This design comes from an exercise in tuning for small area on the open sky130 flow, not from production work. Only simulation tests tie the RTL to the original design; equivalence was not proved. No activity file was given, so power comes from the tool's default toggle rates.

`flow/design.v`:
```
module core_btb (
  input  logic        clk,
  input  logic        rst,
  input  logic [31:0] pc_in,
  input  logic        pc_go,
  input  logic        update_v,
  input  logic [31:0] update_pc,
  input  logic [31:0] update_target,
  input  logic [1:0]  update_type,
  input  logic        update_taken,
  input  logic        update_kill,
  output logic        btb_v,
  output logic [1:0]  btb_type,
  output logic [31:0] btb_target,
  output logic [31:0] ras_target
);
  localparam logic [1:0] BR  = 2'b00;
  localparam logic [1:0] JAL = 2'b10;
  localparam logic [1:0] JR  = 2'b11;
  logic [15:0] r_valid;
  logic [25:0] r_tag    [16];
  logic [1:0]  r_type   [16];
  logic [1:0]  r_ctr    [16];
  logic [31:0] r_target [16];
  logic [31:0] r_stack  [4];
  logic [1:0]  r_top;
  logic [2:0]  r_cnt;
  logic        w_unused;
  assign w_unused = &{1'b0, pc_in[1:0], update_pc[1:0]};
  logic [15:0] w_sel, w_usel;
  always_comb begin
    for (int i = 0; i < 16; i++) begin
      w_sel[i]  = (pc_in[5:2] == 4'(i));
      w_usel[i] = (update_pc[5:2] == 4'(i));
    end
  end
  logic [25:0] w_tag;
  logic [1:0]  w_type;
  logic        w_ctr1;
  logic [31:0] w_target;
  logic        w_valid;
  always_comb begin
    w_tag = '0; w_type = '0; w_ctr1 = 1'b0; w_target = '0; w_valid = 1'b0;
    for (int i = 0; i < 16; i++) begin
      w_tag    = w_tag    | ({26{w_sel[i]}} & r_tag[i]);
      w_type   = w_type   | ({2{w_sel[i]}}  & r_type[i]);
      w_ctr1   = w_ctr1   | (w_sel[i] & r_ctr[i][1]);
      w_target = w_target | ({32{w_sel[i]}} & r_target[i]);
      w_valid  = w_valid  | (w_sel[i] & r_valid[i]);
    end
  end
  logic [25:0] w_utag;
  logic [1:0]  w_uctr;
  logic        w_uvalid;
  always_comb begin
    w_utag = '0; w_uctr = '0; w_uvalid = 1'b0;
    for (int i = 0; i < 16; i++) begin
      w_utag   = w_utag   | ({26{w_usel[i]}} & r_tag[i]);
      w_uctr   = w_uctr   | ({2{w_usel[i]}}  & r_ctr[i]);
      w_uvalid = w_uvalid | (w_usel[i] & r_valid[i]);
    end
  end
  logic w_hit, w_nonempty, w_push, w_pop;
  assign w_hit      = w_valid && (w_tag == pc_in[31:6]);
  assign w_nonempty = (r_cnt != 3'd0);
  assign w_push     = pc_go && w_hit && (w_type == JAL);
  assign w_pop      = pc_go && w_hit && (w_type == JR) && w_nonempty;
  assign btb_type   = w_hit ? w_type : 2'b00;
  assign btb_target = w_hit ? w_target : 32'h0;
  assign btb_v      = w_hit && (w_type[0] ? (w_type[1] ? w_nonempty : 1'b1)
                                          : (w_type[1] ? 1'b1 : w_ctr1));
  always_comb begin
    ras_target = '0;
    for (int k = 0; k < 4; k++)
      ras_target = ras_target | ({32{w_nonempty && (r_top == 2'(k))}} & r_stack[k]);
  end
  logic w_umatch, w_br, w_upd, w_alloc_ok, w_data_we, w_ctr_we;
  logic [1:0] w_ctr_new;
  assign w_umatch   = w_uvalid && (w_utag == update_pc[31:6]);
  assign w_br       = (update_type == BR);
  assign w_upd      = !update_kill && update_v;
  assign w_alloc_ok = w_upd && (!w_br || update_taken);
  assign w_data_we  = w_alloc_ok || (w_upd && w_umatch);
  assign w_ctr_we   = w_upd && w_br && (w_umatch || update_taken);
  always_comb begin
    if (!w_umatch)                            w_ctr_new = 2'b10;
    else if (update_taken && w_uctr != 2'b11)  w_ctr_new = w_uctr + 2'b01;
    else if (!update_taken && w_uctr != 2'b00) w_ctr_new = w_uctr - 2'b01;
    else                                       w_ctr_new = w_uctr;
  end
  always_ff @(posedge clk) begin
    for (int i = 0; i < 16; i++) begin
      if (w_alloc_ok && w_usel[i]) r_tag[i] <= update_pc[31:6];
      if (w_data_we && w_usel[i]) begin
        r_type[i]   <= update_type;
        r_target[i] <= update_target;
      end
      if (rst) begin
        r_valid[i] <= 1'b0;
        r_ctr[i]   <= 2'b00;
      end else begin
        if ((update_kill || w_alloc_ok) && w_usel[i]) r_valid[i] <= !update_kill;
        if (w_ctr_we && w_usel[i])                    r_ctr[i]   <= w_ctr_new;
      end
    end
  end
  logic [1:0] w_top_inc;
  logic       w_full;
  assign w_top_inc = r_top + 2'd1;
  assign w_full    = r_cnt[2];
  always_ff @(posedge clk) begin
    for (int k = 0; k < 4; k++)
      if (w_top_inc == 2'(k) && (w_push || !w_full)) r_stack[k] <= pc_in + 32'd4;
    if (rst) begin
      r_top <= 2'd0;
      r_cnt <= 3'd0;
    end else if (w_push) begin
      r_top <= w_top_inc;
      if (!w_full) r_cnt <= r_cnt + 3'd1;
    end else if (w_pop) begin
      r_top <= r_top - 2'd1;
      r_cnt <= r_cnt - 3'd1;
    end
  end
endmodule
```
`flow/flow/run.sh`:
```
#!/bin/bash
# Own layout flow: the standard ORFS flow (standard.sh) with these changes:
#  - Yosys's ABC mapping script is replaced by a delay-oriented mapping without ORFS's extra
#    restructuring rounds and buffering (flow/abc.script); registers map exactly as in the
#    standard synthesis, which only runs ABC on the combinational logic;
#  - the floorplan step skips its pre-placement timing repair (REMOVE_ABC_BUFFERS=1; the mapped
#    netlist holds no buffers to remove);
#  - every input and output port still gets a buffer, but a plain buf_2 instead of the clock
#    delay cell buffer_ports picks by default;
set -euo pipefail
here=$(pwd)
rm -rf "$here/scripts_local"
cp -r "$FLOW_HOME/scripts" "$here/scripts_local"
cp "$here/flow/abc.script" "$here/scripts_local/abc_speed.script"
export SCRIPTS_DIR="$here/scripts_local"
export REMOVE_ABC_BUFFERS=1
export BUFFER_PORTS_ARGS="-buffer_cell sky130_fd_sc_hd__buf_2"
export CTS_ARGS="-sink_clustering_enable -repair_clock_nets -dont_use_dummy_load -buf_list sky130_fd_sc_hd__clkbuf_8 -sink_clustering_size 16 -sink_clustering_max_diameter 60"
bash standard.sh > "$here/orfs_make.log" 2>&1
```
`flow/flow/abc.script`:
```
&get -n
&st
&dch
&nf
&put
topo
```
`flow/standard.sh`:
```
#!/bin/bash
# synth_recipe.tcl (not shown) runs the flow's synth.tcl, then flattens the netlist and writes it again
# the make line also repeats each setting of config.mk as NAME=value (left out here)
make -C /OpenROAD-flow-scripts/flow DESIGN_CONFIG=/design/flow/config.mk WORK_HOME=/design/flow/orfs CLKGATE_MAP_FILE= SYNTH_SCRIPT=/design/flow/synth_recipe.tcl "${@:-finish}"
```
`flow/config.mk`:
```
export PLATFORM = sky130hd
export DESIGN_NAME = core_btb
export DESIGN_NICKNAME = core_btb
export VERILOG_FILES = /design/flow/design.v
export SDC_FILE = /design/flow/constraint.sdc
export NUM_CORES = 4
export LEC_CHECK = 0
export CAP_MARGIN = 20
export CORE_MARGIN = 2
export CORE_UTILIZATION = 40
export PLACE_DENSITY = 0.75
export SLEW_MARGIN = 20
```
`flow/constraint.sdc`:
```
create_clock -name core_clock -period 6.5 [get_ports {clk}]
set_input_delay 1.3000 -clock core_clock [delete_from_list [all_inputs] [get_ports {clk}]]
set_output_delay 1.3000 -clock core_clock [all_outputs]
set_load 0.01 [all_outputs]
```
==> impl_metrics.yaml, run 1 <==
floorplan:
  ioPinCount: 171
  initial_core_util_pct: 40.3
  die_x_um: 338
  die-area_um2: 114000
  coreArea_um2: 111000
  chipHeight_um: 338
  num_rows: 122
synthesis:
  muxShareOfSynthArea_pct: 0
  synth.distinct_cells: 53
  synth.most_common_cell: "edfxtp_1"
  synth_xor_area_share_pct: 0.842
  synth-compound-area-share_pct: 13.1
  ys.warnings.count: 6
  synth_common_cells: "edfxtp_1, nand2_1, a22oi_1"
  ys.flop_type: "edfxtp_1"
  syn_area_um2: 44700
  synth_edf_count: 1088
  syn_area_per_cell_um2: 15.7
  synth.top_cell.area_share_pct: 73.1
  ys_seq_area_share_pct: 75.4
  async_reset_ff_share_pct: 0
  synthAdderAreaFrac_pct: 0.364
  synth_top_family_by_area: "compound AO/OA/AOI/OAI gates"
  yosys.area_share.simple_pct: 9.98
  yosysTopAreaCell: "edfxtp_1"
  netlist_instances: 2839
  ys_ff_latch: 1141
  netlist_top_cells_area: "edfxtp_1, a22oi_1, nand2_1"
route:
  vias_per_cell: 6.53
  via_count: 31000
  dr.pass1.iters: 10
  drc: 0
  routed_wl_mm: 137
  drtIter0Drc: 6567
  detail-route-antenna-nets: 0
  wl_per_cell_um: 28.8
sta:
  fin_skew_ps: 95.8
  period_minus_slack_ps: 6400
  worst_pin_slew_ps: 1010
  maxSlewHeadroom_pct: 32.4
  post-route-period-util_pct: 98.4
  hold_viol_final: 0
  setup_tns_ps: 0
  setup_violations: 0
  drv_slew: 0
  fmax_mhz: 156
layout:
  fill_cells: 9583
  final_util_pct: 45.6
  area_growth_pct: 13.1
  final_cell_count_no_fill: 4750
  layout-drive-gt1-share_pct: 14.5
  nets: 3372
global_route:
  grt_pass1_vias: 29600
  grt_usage_pct: 22.9
  antenna_found_initial: 22
  globalRouteOverflowTotal: 0
  grt_pass1_wl_mm: 196
  grt_max_degree: 39
critical_path:
  worst_ep_required_time_ps: 5200
  path_class: "in -> out"
  startpoint_type: "input pin"
  worstPathMaxFanout: 25
  crit_top_cell: "buf_4"
  cp_top_family: "buffers and inverters"
  slowest_stage: "and3_4"
  worst_setup_path_end_kind: "output port"
  cp.arrival_ps: 5100
  cp_slowest_stage_delay_ps: 570
  cp_cell_sequence: "buf_2 > buf_4 > and3_4 > buf_4 > nand2_1 > and4b_1 > a32o_1 > nor4_1 > buf_4 > nand4_1 > buf_6 > buf_12 > a21oi_1 > buf_2"
  path_buf_inv: 7
clocking:
  cts_root_buf: "clkbuf_8"
  clk_latency_ps: 760
  clk_pin_slew_ps: 90
  clock_sinks: 1141
  post_cts_buffers: 0
  cts-resized-gates: 0
  htreeDepth: 3
  cts_tree: "yes"
  clk_path_buf_depth: 3
  cts-buffers-inserted: 82
  cts_hold_buf: 0
power:
  finalPower_mw: 12.2
  power_density_nw_per_um2: 241
  ir_worst_vdd_uv: 226
  p_leak_nw: 15.7
job:
  drv_cap: 0
worst_hold_path:
  hold_path_class: "reg -> reg"
outcome:
  status: "timing/DRC/antenna clean"
placed_design:
  hpwl_mm: 82.6
  numPlacedInstances: 4657
  portBuffers: 168
  place_congestion: 0.951
layer usage:
layer / vias to the layer above / part of all wire (%) / track usage [%]
li1: 12800 / - / -
met1: 15100 / 36 / 30.3
met2: 2544 / 45 / 35.5
met3: 466 / 14 / 6.23
met4: 18 / 4.5 / 9.76
met5: - / 0.079 / 0
final cells by class:
class	instances	area [um2]	area share (%)
clock buffer	82	1130	2.23
multi-input combinational	1670	11300	22.3
antenna	9	22.5	0.0445
sequential	1141	33700	66.7
inverter	30	113	0.223
tap	1488	1860	3.68
timing repair buffer	330	2460	4.87
layout by cell type, fill, tap and decap left out, types with 16 or more instances in the layout:
cell type / count
nor2_4: 23
nand4_1: 122
a31oi_1: 28
xor2_1: 23
nor2_1: 73
o21ai_0: 22
and4_1: 35
a31o_1: 22
a21oi_1: 63
buf_12: 32
dfxtp_1: 53
a221oi_1: 37
clkbuf_8: 82
nand2_1: 429
a311oi_1: 16
xnor2_1: 20
edfxtp_1: 1088
a222oi_1: 159
buf_4: 129
o311a_1: 16
nand3_1: 51
and4b_1: 28
a22oi_1: 267
a221o_1: 41
clkinv_1: 30
buf_2: 168
a22o_1: 20
worst reg2reg max path, stage by stage (launching register included):
cell	delay (ps)
edfxtp_1	410
a222oi_1	480
nand4_1	150
and4b_1	270
nand4_1	100
a221o_1	290
nor4_1	480
o211ai_1	190
or4_1	580
nor3_1	200
buf_4	210
o21ai_4	190
nor2_4	360
buf_12	290
final timing paths:
path	cells past startpoint	endpoint	from	slack, ps
worst max-delay path	14	btb_target[30]	pc_in[5]	100
worst min-delay path	2	r_valid[2]	r_valid[2]	510
worst max register to register	13	r_target[14][8]	r_tag[2][20]	1960
worst min register to register	2	r_valid[2]	r_valid[2]	510
cells by family after synthesis:
kind of cell	after synthesis
flops	1141
simple gates	888
fa+ha+maj	13
xor+xnor	43
compound gates	724
buf+inv	30
flip-flops by register name, indices dropped and copies added (netlist names):
name      cells
r_cnt         3
r_ctr        32
r_stack     128
r_tag       416
r_target    512
r_top         2
r_type       32
r_valid      16
stage by stage:
step | area (um2) | hold slack (ps) | setup slack, ps
floorplan | 44700 | 457 | -2960
global placement | 49400 | 477 | 138
detailed placement | 49400 | 491 | 98.7
CTS | 50500 | 505 | 68.3
global route | 50600 | 530 | -7.79
finish | 50600 | 510 | 103
power breakdown:
| group | internal [mW] | total (mW) | switching (mW) |
|---|---|---|---|
| registers | 8.12 | 8.14 | 0.0281 |
| logic | 0.250 | 0.806 | 0.555 |
| clock network | 1.13 | 3.26 | 2.13 |
| total | 9.50 | 12.2 | 2.71 |
==> run 2, diff against run 1 <==
--- a/flow/flow/run.sh
+++ b/flow/flow/run.sh
@@ -17,3 +17,3 @@
 export BUFFER_PORTS_ARGS="-buffer_cell sky130_fd_sc_hd__buf_2"
-export CTS_ARGS="-sink_clustering_enable -repair_clock_nets -dont_use_dummy_load -buf_list sky130_fd_sc_hd__clkbuf_8 -sink_clustering_size 16 -sink_clustering_max_diameter 60"
+export CTS_ARGS="-sink_clustering_enable -repair_clock_nets -dont_use_dummy_load -buf_list sky130_fd_sc_hd__clkbuf_4 -sink_clustering_size 10 -sink_clustering_max_diameter 40"
 bash standard.sh > "$here/orfs_make.log" 2>&1
==> impl_metrics.yaml, run 2 <==
outcome:
  status: "timing/DRC/antenna clean"
clocking:
  htreeDepth: 4
  clk_path_buf_depth: 3
  clk_latency_ps: 1060
  clk_pin_slew_ps: 110
  cts_root_buf: "clkbuf_4"
  cts-resized-gates: 0
  cts-buffers-inserted: 142
  post_cts_buffers: 0
  cts_hold_buf: 0
  cts_tree: "yes"
  clock_sinks: 1141
layout:
  fill_cells: 9650
  area_growth_pct: 13.0
  largest_reg_flops: 512
  final_util_pct: 45.6
  regMostFlops: "r_target"
  seq_area_um2: 33700
  reg_top3: "r_target: 512 flops, r_tag: 416 flops, r_stack: 128 flops"
  final_cell_count_no_fill: 4816
  final_cell_mix: "edfxtp_1, nand2_1, a22oi_1"
  layout-drive-gt1-share_pct: 16.0
  layout_commonest_cell: "edfxtp_1"
  multi_input_area_um2: 11300
  nets: 3432
  design_area_um2: 50500
critical_path:
  slowest_stage: "and3_4"
  r2r-start: "r_tag[2][20]"
  worstPathMaxFanout: 25
  cp_slowest_stage_delay_ps: 570
  worst_setup_path_end_kind: "output port"
  startpoint: "pc_in[5]"
  worst_ep_required_time_ps: 5200
  path_class: "in -> out"
  crit_top_cell: "buf_4"
  cp_cell_sequence: "buf_2 > buf_4 > and3_4 > buf_4 > nand2_1 > and4b_1 > a32o_1 > nor4_1 > buf_4 > nand4_1 > buf_6 > buf_12 > a21oi_1 > buf_2"
  startpoint_type: "input pin"
  cp.arrival_ps: 5060
synthesis:
  synth_edf_count: 1088
  netlist_instances: 2839
  syn_area_per_cell_um2: 15.7
  netlist_top_cells_area: "edfxtp_1, a22oi_1, nand2_1"
  ys_ff_latch: 1141
  syn_area_um2: 44700
  ys_seq_area_share_pct: 75.4
  synth.distinct_cells: 53
  yosysTopAreaCell: "edfxtp_1"
  async_reset_ff_share_pct: 0
  synth.top_cell.area_share_pct: 73.1
  ys.warnings.count: 6
  synth_common_cells: "edfxtp_1, nand2_1, a22oi_1"
  ys.flop_type: "edfxtp_1"
  synth.most_common_cell: "edfxtp_1"
sta:
  fin_skew_ps: 81.5
  fin_ws_ps: 140
  drv_slew: 0
  setup_tns_ps: 0
  post-route-period-util_pct: 97.8
  setup_violations: 0
  maxSlewHeadroom_pct: 32.6
  period_minus_slack_ps: 6360
  fmax_mhz: 157
  worst_pin_slew_ps: 1000
  hold_viol_final: 0
  hold_ws_ps: 480
route:
  drc: 0
  vias_per_cell: 6.55
  dr.pass1.iters: 10
  routed_wl_mm: 138
  wl_per_cell_um: 28.7
  via_count: 31500
  drtIter0Drc: 6177
  detail-route-antenna-nets: 0
global_route:
  grt_pass1_vias: 30200
  met3_usage_pct: 6.60
  globalRouteOverflowTotal: 0
  met1_usage_pct: 30.6
  met2_usage_pct: 35.6
  grt_max_degree: 39
  antenna_found_initial: 22
  grt_busiest_layer: "met2"
  grt_usage_pct: 23.2
  grt_pass1_wl_mm: 198
placed_design:
  hpwl_mm: 82.6
  place_congestion: 0.951
  portBuffers: 168
  place_ws_ps: 98.7
  placed_area_um2: 49400
  numPlacedInstances: 4657
floorplan:
  die_x_um: 338
  die-area_um2: 114000
  ioPinCount: 171
  initial_core_util_pct: 40.3
  num_rows: 122
  chipHeight_um: 338
  coreArea_um2: 111000
worst_hold_path:
  hold_path_class: "in -> reg"
  hp-start: "pc_in[1]"
power:
  power_density_nw_per_um2: 241
  ir_worst_vdd_uv: 197
  finalPower_mw: 12.2
  p_leak_nw: 15.8
job:
  drv_cap: 0
## run 2: cell counts after synthesis
No cell type changed its count.
## run 2: final timing paths
kind / slack [ps] / cells past startpoint / to
setup / recovery: 140 / 14 / btb_target[30]
hold / removal: 480 / 1 / r_stack[3][1]
setup reg to reg: 1950 / 13 / r_target[14][20]
hold reg to reg: 510 / 2 / r_valid[3]
## run 2: power breakdown
part	switching [mW]	internal, mW	total [mW]
clock	2.22	1.01	3.23
sequential	0.0282	8.12	8.15
combinational	0.557	0.250	0.807
total	2.81	9.37	12.2
## run 2: cell type report
| class | count | area share, % |
|---|---|---|
| diodes | 15 | 0.0743 |
| flip-flops and latches | 1141 | 66.8 |
| multi-input cells | 1670 | 22.3 |
| inverters | 30 | 0.223 |
| clock buffers | 142 | 2.11 |
| repair buffers | 330 | 4.87 |
| well taps | 1488 | 3.68 |
## run 2: logic make-up after synthesis
logic type | share of synthesized area, %
flops | 75.4
xor+xnor | 0.842
fa+ha+maj | 0.364
compound gates | 13.1
simple gates | 9.98
buf+inv | 0.252
## run 2: per-layer routing
layer | vias up | share of wire [%] | wire length, um
met5 | - | 0.073 | 101
met1 | 15300 | 36 | 49800
met4 | 16 | 5.0 | 6960
met2 | 2716 | 45 | 61600
li1 | 13000 | - | -
met3 | 532 | 14 | 19900
## run 2: critical path, delay by kind of cell
kind / cells / cell delay (ps)
simple gates: 5 / 1340
buf+inv: 7 / 1920
compound gates: 2 / 440

==> separate check: timing with driven ports <==
The flow's constraints put no driver on any port. The routed layouts listed below were extracted and timed again, unchanged, in two steps.
Step 1: set_driving_cell puts a clkbuf_16 on clk and a buf_2 on each other input, an assumption about the parent block.
Step 2 moves the port delays by t, midway between the first and last clock arrival at a register: inputs arrive t later, outputs are due t later. That takes back most of the time a late clock gives input paths.
Slacks: ideal / step 1 / step 2; pairs: ideal / step 1.
run | t, ns | setup slack, ns | slew at the worst register clock pin (ns)
run 1 | 0.778 | 0.103 / 0.065 / 0.065 | 0.11 / 0.11
run 2 | 1.083 | 0.140 / 0.102 / 0.102 | 0.12 / 0.12
After both steps every run listed still meets setup and hold.
